Background: an optimization exercise with open tools, aiming at small area. Do not read the settings as production practice.
The RTL was checked by simulation tests, not by an equivalence proof against the original design.
Power and IR drop assume default switching activity.

Setup of P:
// legv8_decode_regfile
module legv8_decode_regfile (
  input  logic        clk,
  input  logic        rst_n,
  input  logic [31:0] instruction,
  input  logic [31:0] write_data,
  output logic [4:0]  register1,
  output logic [4:0]  register2,
  output logic [4:0]  write_register,
  output logic [31:0] immediate,
  output logic        reg2loc,
  output logic        uncondbranch,
  output logic        branch,
  output logic        mem_read,
  output logic        mem_to_reg,
  output logic        mem_write,
  output logic        alu_src,
  output logic        reg_write,
  output logic [1:0]  alu_op,
  output logic [31:0] data1,
  output logic [31:0] data2
);
  localparam logic [5:0]  OP_B    = 6'b000101;
  localparam logic [5:0]  OP_BL   = 6'b100101;
  localparam logic [7:0]  OP_CBZ  = 8'b10110100;
  localparam logic [7:0]  OP_CBNZ = 8'b10110101;
  localparam logic [8:0]  OP_MOVZ = 9'b111100101;
  localparam logic [9:0]  OP_ADDI = 10'b1001000100;
  localparam logic [9:0]  OP_SUBI = 10'b1101000100;
  localparam logic [10:0] OP_ADD  = 11'b10001011000;
  localparam logic [10:0] OP_SUB  = 11'b11001011000;
  localparam logic [10:0] OP_AND  = 11'b10001010000;
  localparam logic [10:0] OP_ORR  = 11'b10101010000;
  localparam logic [10:0] OP_LDUR = 11'b11111000010;
  localparam logic [10:0] OP_STUR = 11'b11111000000;
  localparam logic [4:0]  XZR     = 5'd31;
  localparam logic [4:0]  LINK    = 5'd30;
  logic        is_bl_s;
  logic        is_rtype_s;
  logic [31:0] rd2_s;
  assign is_bl_s    = (instruction[31:26] == OP_BL);
  ...
Size in the first run: roughly 3,400 cells after synthesis.
Settings: LEC_CHECK=0, CAP_MARGIN=20, CORE_MARGIN=2, CORE_UTILIZATION=50, SETUP_SLACK_MARGIN=0.1, SLEW_MARGIN=20, SYNTH_HIERARCHICAL=1, SYNTH_MINIMUM_KEEP_SIZE=0; clock period 8.0 ns.
standard.sh (not shown) runs the stock make flow with config.mk's settings and CLKGATE_MAP_FILE= SYNTH_SCRIPT=/design/flow/synth_recipe.tcl, a recipe that flattens the netlist after the stock synthesis.
==> flow/flow/run.sh <==
#!/bin/bash
# Layout flow: the standard ORFS flow (standard.sh) with two changes.
#  - Port buffers use the smallest buffer (buf_1) instead of the default
#    pick; every input and output port still gets its own buffer.
#  - Clock tree: clkbuf_8 with sink clusters of up to 14 flops and no
#    dummy loads; the tree stays balanced and drives every register.
# The make output goes to flow_make.log here; ORFS keeps each step's own
# log under orfs/logs/.
set -euo pipefail
export BUFFER_PORTS_ARGS="-buffer_cell sky130_fd_sc_hd__buf_1"
export CTS_ARGS="-sink_clustering_enable -repair_clock_nets -dont_use_dummy_load -buf_list sky130_fd_sc_hd__clkbuf_8 -sink_clustering_size 14 -sink_clustering_max_diameter 60"
bash standard.sh > flow_make.log 2>&1
P went all the way through the flow, and no timing, DRC or antenna check failed.
What Q does differently from P at the input level:
- SETUP_SLACK_MARGIN changed from 0.1 to 0.3
- CORE_UTILIZATION changed from 50 to 40
Findings:
- Q ends up with a initial antenna violation count that is 3 higher than in P.
- After synthesis and placement, the instance count of Q is above that of P.
- Comparing P and Q, the higher via count was measured on P.
- Against P, the final cell area of Q is higher.

* * *

## ember
legv8_decode_regfile, a different RTL version from the one above (not shown whole).
Size: roughly 2400 cells after synthesis, roughly 190 I/O pins, ~42000 µm² of cells after synthesis.
==> flow/design.v (excerpt) <==
module legv8_decode_regfile (
  input  logic        clk,
  input  logic        rst_n,
  input  logic [31:0] instruction,
  input  logic [31:0] write_data,
  output logic [4:0]  register1,
  output logic [4:0]  register2,
  output logic [4:0]  write_register,
  output logic [31:0] immediate,
  output logic        reg2loc,
  output logic        uncondbranch,
  output logic        branch,
  output logic        mem_read,
  output logic        mem_to_reg,
  output logic        mem_write,
  output logic        alu_src,
  output logic        reg_write,
  output logic [1:0]  alu_op,
  output logic [31:0] data1,
  output logic [31:0] data2
);
==> flow/config.mk <==
export PLATFORM = sky130hd
export DESIGN_NAME = legv8_decode_regfile
export DESIGN_NICKNAME = legv8_decode_regfile
export VERILOG_FILES = /design/flow/design.v
export SDC_FILE = /design/flow/constraint.sdc
export NUM_CORES = 4
export LEC_CHECK = 0
export CAP_MARGIN = 20
export CORE_MARGIN = 2
export CORE_UTILIZATION = 65
export CTS_BUF_LIST = sky130_fd_sc_hd__clkbuf_8
export SETUP_SLACK_MARGIN = 0.1
export SLEW_MARGIN = 20
export SYNTH_HIERARCHICAL = 1
export SYNTH_MINIMUM_KEEP_SIZE = 0
==> flow/constraint.sdc <==
create_clock -name core_clock -period 8.0 [get_ports {clk}]
set_input_delay 1.6000 -clock core_clock [delete_from_list [all_inputs] [get_ports {clk}]]
set_output_delay 1.6000 -clock core_clock [all_outputs]
set_load 0.01 [all_outputs]
run.sh (not shown) runs the stock make flow with config.mk's settings and CLKGATE_MAP_FILE= SYNTH_SCRIPT=/design/flow/synth_recipe.tcl, a recipe that flattens the netlist after the stock synthesis.
Stock flow here: none of the scripts above is used.
ember reached the final stage; the timing, DRC and antenna checks on its layout passed.
> inputs changed (ember -> harbor)
Settings: clearing CTS_BUF_LIST, which used to be sky130_fd_sc_hd__clkbuf_8.
==> flow/flow/run.sh (new file) <==
#!/bin/bash
# Layout flow: the standard ORFS flow (standard.sh) with two changes.
#  - Port buffers use the smallest buffer (buf_1) instead of the default
#    pick; every input and output port still gets its own buffer.
#  - Clock tree: clkbuf_8 with sink clusters of up to 14 flops and no
#    dummy loads; the tree stays balanced and drives every register.
# The make output goes to flow_make.log here; ORFS keeps each step's own
# log under orfs/logs/.
set -euo pipefail
export BUFFER_PORTS_ARGS="-buffer_cell sky130_fd_sc_hd__buf_1"
export CTS_ARGS="-sink_clustering_enable -repair_clock_nets -dont_use_dummy_load -buf_list sky130_fd_sc_hd__clkbuf_8 -sink_clustering_size 14 -sink_clustering_max_diameter 60"
bash standard.sh > flow_make.log 2>&1
==> flow/standard.sh (new file) <==
#!/bin/bash
# synth_recipe.tcl (not shown) runs the flow's synth.tcl, then flattens the netlist and writes it again
# the make line also repeats each setting of config.mk as NAME=value (left out here)
make -C /OpenROAD-flow-scripts/flow DESIGN_CONFIG=/design/flow/config.mk WORK_HOME=/design/flow/orfs CLKGATE_MAP_FILE= SYNTH_SCRIPT=/design/flow/synth_recipe.tcl "${@:-finish}"
removed: flow/run.sh
- Of ember and harbor, the lower relative area of non-clock buffer cells in the final design belongs to harbor.
- Cmp ember and harbor / count of cell instances traversed by the critical path / lower: harbor
- Final worst-path cycle share: ember and harbor compared, lower one is harbor
- Higher total power among ember and harbor: ember
- Between ember and harbor, switching power total is higher for ember, harbor comes in under that.
- Measured against each other, ember and harbor differ in post-layout instance area, the lower figure coming from harbor.
- When harbor is set beside ember, its global-route total usage across every layer turns out to be 1.2 points smaller.
- Worst path buffer plus inverter count ends up higher on ember.
- Worst-path maximum fanout was lower in the run labelled ember.
- The post-detailed-routing wire length reported for harbor is smaller than that of ember by about 2.6%.

-- re-timing with driven ports --
In the flow no input, the clock included, has a driving cell. The finished layouts below were timed again as built, in two steps. Step 1 sets driving cells, clkbuf_16 on the clock port and buf_2 on the other inputs (assumed; they add their load-dependent delay and slew). Step 2 times the ports against the registers' clock, not the clock port: input delays grow and output delays shrink by t, the midpoint of the rising clock arrivals with the driver on. a / b / c = ideal / step 1 / step 2; a / b = the first two.
run | t (ns) | slack for setup (ns) | worst hold slack (ns) | cell pins on the clock port's net
P | 0.779 | 0.323 / 0.295 / 0.295 | 0.490 / 0.490 / 0.490 | 1
Q | 0.813 | 0.423 / 0.396 / 0.396 | 0.481 / 0.481 / 0.481 | 1
ember | 0.892 | 0.069 / 0.041 / 0.041 | 0.491 / 0.491 / 0.491 | 1
harbor | 0.766 | 0.733 / 0.704 / 0.704 | 0.488 / 0.488 / 0.488 | 1
After both steps every run listed still meets setup and hold. For harbor, which loses most, drivers alone change the setup slack by -0.029 ns; drivers and shift together by -0.029 ns.
